Background: an optimization exercise with open tools, aiming at small area, a short achievable clock period and few clock cycles per item. Do not read the settings as production practice.
Where RTL was checked, it was by simulation tests only, not by an equivalence proof against the original.
Power figures rest on the tool's default switching activity, not on a simulated workload.

==> 02-19: inputs <==
==> flow/design.v (excerpt) <==
module cache_access_controller (
  input  logic                  clk,
  input  logic                  reset_n,
  input  logic                  cpu_req_valid,
  output logic                  cpu_req_ready,
  input  logic                  cpu_req_write,
  input  logic [ADDR_WIDTH-1:0] cpu_req_addr,
  input  logic [LINE_BITS-1:0]  cpu_req_wdata,
  output logic                  cpu_resp_valid,
  output logic                  cpu_resp_hit,
  output logic [LINE_BITS-1:0]  cpu_resp_rdata,
  output logic                  mem_req_valid,
  input  logic                  mem_req_ready,
  output logic                  mem_req_write,
  output logic [ADDR_WIDTH-1:0] mem_req_addr,
  output logic [LINE_BITS-1:0]  mem_req_wdata,
  input  logic                  mem_resp_valid,
  input  logic [LINE_BITS-1:0]  mem_resp_rdata,
  output logic [15:0]           stat_requests,
  output logic [15:0]           stat_hits,
  output logic [15:0]           stat_misses,
  output logic [15:0]           stat_writebacks
);
==> flow/config.mk <==
export PLATFORM = sky130hd
export DESIGN_NAME = cache_access_controller
export DESIGN_NICKNAME = cache_access_controller
export VERILOG_FILES = /design/flow/design.v
export SDC_FILE = /design/flow/constraint.sdc
export NUM_CORES = 4
export LEC_CHECK = 0
export CAP_MARGIN = 20
export CORE_MARGIN = 2
export CORE_UTILIZATION = 40
export CTS_BUF_LIST = sky130_fd_sc_hd__clkbuf_4 sky130_fd_sc_hd__clkbuf_8
export PLACE_DENSITY = 0.6
export SLEW_MARGIN = 20
==> flow/constraint.sdc <==
create_clock -name core_clock -period 5.0 [get_ports {clk}]
set_input_delay 1.0000 -clock core_clock [delete_from_list [all_inputs] [get_ports {clk}]]
set_output_delay 1.0000 -clock core_clock [all_outputs]
set_load 0.01 [all_outputs]
run.sh (not shown) runs the stock make flow with config.mk's settings and CLKGATE_MAP_FILE= SYNTH_SCRIPT=/design/flow/synth_recipe.tcl, a recipe that flattens the netlist after the stock synthesis.
==> inputs of 05-09, as changes to 02-19 <==
==> flow/design.v (replaced) <==
package cache_ctrl_pkg;
  localparam int ADDR_WIDTH   = 16;
  localparam int BLOCK_SIZE   = 16;
  localparam int CACHE_LINES  = 16;
  localparam int OFFSET_WIDTH = $clog2(BLOCK_SIZE);
  localparam int INDEX_WIDTH  = $clog2(CACHE_LINES);
  localparam int TAG_WIDTH    = ADDR_WIDTH - OFFSET_WIDTH - INDEX_WIDTH;
  localparam int LINE_BITS    = BLOCK_SIZE * 8;
  typedef logic [ADDR_WIDTH-1:0]  addr_t;
  typedef logic [INDEX_WIDTH-1:0] index_t;
  typedef logic [TAG_WIDTH-1:0]   tag_t;
  typedef logic [LINE_BITS-1:0]   line_t;
  typedef enum logic [2:0] {
    S_IDLE,
    S_LOOKUP,
    S_WB_REQ,
    S_RF_REQ,
    S_RF_WAIT,
    S_RESP
  } state_e;
endpackage
import cache_ctrl_pkg::*;
module cache_line_store (
  input  logic                   clk,
  input  logic                   reset_n,
  input  logic [INDEX_WIDTH-1:0] lk_index,
  output logic                   lk_valid,
  output logic                   lk_dirty,
  output logic [TAG_WIDTH-1:0]   lk_tag,
  input  logic [INDEX_WIDTH-1:0] rd_index,
  output logic [LINE_BITS-1:0]   rd_data,
  input  logic [INDEX_WIDTH-1:0] meta_index,
  input  logic                   wr_meta_en,
  input  logic                   wr_dirty,
  input  logic [TAG_WIDTH-1:0]   wr_tag,
  input  logic [INDEX_WIDTH-1:0] wr_index,
  input  logic                   wr_data_en,
  input  logic [LINE_BITS-1:0]   wr_data
);
  logic [CACHE_LINES-1:0] valid_q;
  logic [CACHE_LINES-1:0] dirty_q;
  logic [TAG_WIDTH-1:0]   tag_q  [CACHE_LINES];
  logic [LINE_BITS-1:0]   data_q [CACHE_LINES];
  always_ff @(posedge clk or negedge reset_n) begin
    if (!reset_n) begin
      valid_q <= '0;
      dirty_q <= '0;
    end else if (wr_meta_en) begin
      valid_q[meta_index] <= 1'b1;
      dirty_q[meta_index] <= wr_dirty;
    end
  end
  always_ff @(posedge clk) begin
    if (wr_meta_en) tag_q[meta_index]  <= wr_tag;
    if (wr_data_en) data_q[wr_index] <= wr_data;
  end
  assign lk_valid = valid_q[lk_index];
  assign lk_dirty = dirty_q[lk_index];
  assign lk_tag   = tag_q[lk_index];
  assign rd_data  = data_q[rd_index];
endmodule
import cache_ctrl_pkg::*;
module cache_access_controller (
  input  logic                  clk,
  input  logic                  reset_n,
  input  logic                  cpu_req_valid,
  output logic                  cpu_req_ready,
  input  logic                  cpu_req_write,
  input  logic [ADDR_WIDTH-1:0] cpu_req_addr,
  input  logic [LINE_BITS-1:0]  cpu_req_wdata,
  output logic                  cpu_resp_valid,
  output logic                  cpu_resp_hit,
  output logic [LINE_BITS-1:0]  cpu_resp_rdata,
  output logic                  mem_req_valid,
  input  logic                  mem_req_ready,
  output logic                  mem_req_write,
  output logic [ADDR_WIDTH-1:0] mem_req_addr,
  output logic [LINE_BITS-1:0]  mem_req_wdata,
  input  logic                  mem_resp_valid,
  input  logic [LINE_BITS-1:0]  mem_resp_rdata,
  output logic [15:0]           stat_requests,
  output logic [15:0]           stat_hits,
  output logic [15:0]           stat_misses,
  output logic [15:0]           stat_writebacks
);
  localparam logic [2:0] S_IDLE = 3'd0, S_RREQ = 3'd1, S_RWAIT = 3'd2,
                         S_VWR  = 3'd3, S_PWB  = 3'd4;
  logic [2:0]             st_q, st_d;
  logic                   vict_q, vict_d;
  logic [INDEX_WIDTH-1:0] idx_q, idx_d;
  logic [TAG_WIDTH-1:0]   ntag_q, ntag_d;
  logic [TAG_WIDTH-1:0]   vtag_q, vtag_d;
  logic                   resp_q, resp_d;
  logic                   hit_q, hit_d;
  logic [15:0]            st_req_q, st_hit_q, st_wb_q;
  logic [INDEX_WIDTH-1:0] in_idx;
  logic [TAG_WIDTH-1:0]   in_tag;
  logic                   lk_valid, lk_dirty;
  logic [TAG_WIDTH-1:0]   lk_tag;
  logic [LINE_BITS-1:0]   rd_data;
  logic                   lk_hit, lk_dvict;
  logic                   idle_port;    
  logic                   refill;       
  logic                   accept;
  logic                   comb_read;
  logic                   wr_meta_en, wr_data_en, wr_dirty;
  logic [INDEX_WIDTH-1:0] wr_index;
  logic [LINE_BITS-1:0]   wr_data;
  assign in_idx = cpu_req_addr[OFFSET_WIDTH +: INDEX_WIDTH];
  assign in_tag = cpu_req_addr[ADDR_WIDTH-1 -: TAG_WIDTH];
  cache_line_store u_store (
    .clk        (clk),
    .reset_n    (reset_n),
    .lk_index   (in_idx),
    .lk_valid   (lk_valid),
    .lk_dirty   (lk_dirty),
    .lk_tag     (lk_tag),
    .rd_index   (idx_q),
    .rd_data    (rd_data),
    .meta_index (in_idx),
    .wr_meta_en (wr_meta_en),
    .wr_dirty   (wr_dirty),
    .wr_tag     (in_tag),
    .wr_index   (wr_index),
    .wr_data_en (wr_data_en),
    .wr_data    (wr_data)
  );
  assign lk_hit   = lk_valid && (lk_tag == in_tag);
  assign lk_dvict = lk_valid && lk_dirty && !lk_hit;
  assign refill    = (st_q == S_RWAIT) && mem_resp_valid && !(vict_q && !mem_req_ready);
  assign idle_port = (st_q == S_IDLE) || ((st_q == S_RWAIT) && mem_resp_valid && !vict_q);
  always_comb begin
    cpu_req_ready = 1'b0;
    unique case (st_q)
      S_IDLE:  cpu_req_ready = !(cpu_req_write && lk_dvict);
      S_PWB:   cpu_req_ready = mem_req_ready;
      S_RWAIT: cpu_req_ready = mem_resp_valid && !vict_q && !cpu_req_write;
      default: cpu_req_ready = 1'b0;
    endcase
  end
  assign accept    = cpu_req_valid && cpu_req_ready;
  assign comb_read = idle_port && accept && !cpu_req_write && !lk_hit;
  assign wr_data_en = refill || (accept && cpu_req_write);
  assign wr_index   = refill ? idx_q : in_idx;
  assign wr_data    = (st_q == S_RWAIT) ? mem_resp_rdata : cpu_req_wdata;
  assign wr_meta_en = accept && (cpu_req_write || !lk_hit);
  assign wr_dirty   = cpu_req_write;
  always_comb begin
    st_d   = st_q;
    vict_d = vict_q;
    idx_d  = idx_q;
    ntag_d = ntag_q;
    vtag_d = vtag_q;
    resp_d = 1'b0;
    hit_d  = hit_q;
    unique case (st_q)
      S_RREQ: begin
        if (mem_req_ready) st_d = S_RWAIT;
      end
      S_RWAIT: begin
        if (vict_q && mem_req_ready) vict_d = 1'b0;
        if (mem_resp_valid) begin
          if (vict_q && !mem_req_ready) st_d = S_VWR;
          else begin
            st_d   = S_IDLE;
            vict_d = 1'b0;
          end
        end
      end
      S_VWR: begin
        if (mem_req_ready) begin
          vict_d = 1'b0;
          st_d   = S_RREQ;
        end
      end
      S_PWB: begin
        if (mem_req_ready) st_d = S_IDLE;
      end
      default: ;
    endcase
    if (idle_port && cpu_req_valid) begin
      idx_d  = in_idx;
      ntag_d = in_tag;
      vtag_d = lk_tag;
    end
    if (accept) begin
      hit_d = (st_q != S_PWB) && lk_hit;
      if (cpu_req_write || lk_hit) resp_d = 1'b1;
      else begin
        vict_d = lk_dvict;
        st_d   = mem_req_ready ? S_RWAIT : S_RREQ;
      end
    end else if ((st_q == S_IDLE) && cpu_req_valid) begin
      st_d = S_PWB;
    end
  end
  always_ff @(posedge clk or negedge reset_n) begin
    if (!reset_n) begin
      st_q     <= S_IDLE;
      vict_q   <= 1'b0;
      resp_q   <= 1'b0;
      st_req_q <= '0;
      st_hit_q <= '0;
      st_wb_q  <= '0;
    end else begin
      st_q   <= st_d;
      vict_q <= vict_d;
      resp_q <= resp_d;
      if (accept) begin
        st_req_q <= st_req_q + 16'd1;
        if ((st_q != S_PWB) && lk_hit) st_hit_q <= st_hit_q + 16'd1;
        if ((st_q == S_PWB) || lk_dvict) st_wb_q <= st_wb_q + 16'd1;
      end
    end
  end
  always_ff @(posedge clk) begin
    idx_q  <= idx_d;
    ntag_q <= ntag_d;
    vtag_q <= vtag_d;
    hit_q  <= hit_d;
  end
  assign cpu_resp_valid  = resp_q || refill;
  assign cpu_resp_hit    = hit_q;
  assign cpu_resp_rdata  = (st_q == S_RWAIT) ? mem_resp_rdata : rd_data;
  assign mem_req_valid   = comb_read || (st_q == S_RREQ) || (st_q == S_VWR) || (st_q == S_PWB) ||
                           ((st_q == S_RWAIT) && vict_q);
  assign mem_req_write   = (st_q == S_VWR) || (st_q == S_PWB) || ((st_q == S_RWAIT) && vict_q);
  assign mem_req_addr    = {mem_req_write ? vtag_q : (st_q == S_RREQ) ? ntag_q : in_tag,
                            (st_q == S_IDLE || st_q == S_RWAIT) && !mem_req_write ? in_idx : idx_q,
                            {OFFSET_WIDTH{1'b0}}};
  assign mem_req_wdata   = rd_data;
  assign stat_requests   = st_req_q;
  assign stat_hits       = st_hit_q;
  assign stat_misses     = st_req_q - st_hit_q;
  assign stat_writebacks = st_wb_q;
endmodule
- CTS_BUF_LIST: sky130_fd_sc_hd__clkbuf_4 sky130_fd_sc_hd__clkbuf_8 -> unset
==> notes <==
Between 02-19 and 05-09, the lower synthesized area is in 02-19 (gap 2.6%, measured against 05-09). Of 02-19 and 05-09, 02-19 has the higher wire length (gap about 32%, measured against 05-09). In 05-09 the clock skew is lower than in 02-19, by 62 ps. Of 02-19 and 05-09, 02-19 has the higher hold slack (gap 230 ps).
==> figures <==
quantity	02-19	05-09
Worst hold-check slack	480 ps	255 ps
XOR/XNOR share of the synthesized area	0.0185	0.00697
Run status	no timing/DRC/antenna violations	no timing/DRC/antenna violations
Filler cell count	18000	18200
Clock latency on the worst-skew pair	1090 ps	870 ps
Cell row count	172	174
Starting utilization of the core area	0.402	0.402
Total leakage power	37.8 nW	37.1 nW
Floorplan core area	220000 sq um	225000 sq um
Multiplexer share of the synthesized area	0.00972	0.171
Testbench counts of 05-09, summed over its fixed seeds: cycles 11,215, items 4,800.
Function not checked in 02-19: the RTL went through the layout flow alone.

## separate check: timing with driven ports
The results above use ideal ports. As a check the final layouts listed here were re-extracted and re-timed, cells and wires unchanged. Step 1 (the two cells are an assumption about what drives the block):
set clk [get_ports {clk}]
set_driving_cell -lib_cell sky130_fd_sc_hd__clkbuf_16 $clk
set_driving_cell -lib_cell sky130_fd_sc_hd__buf_2 [delete_from_list [all_inputs] $clk]
Step 2 adds t to the input delays and takes it off the output delays; t is the mean of the earliest and latest rising clock arrival at the registers after step 1. Input paths then give back, and output paths get back, about the clock's delay inside the block. Slacks: no drivers / after step 1 / after step 2; pairs: no drivers / after step 1.
| run | t (ns) | setup slack, ns | worst setup path after step 2 | pins driven straight from the clock port |
|---|---|---|---|---|
| 02-19 | 1.124 | 0.067 / -0.023 / 0.189 | input to output | 1 |
| 05-09 | 0.924 | 0.149 / 0.090 / -0.150 | input to register | 1 |
With both steps, setup timing fails in 05-09, where it was met with ideal ports. For 05-09, which loses most, drivers alone change the setup slack by -0.059 ns; drivers and shift together by -0.299 ns.
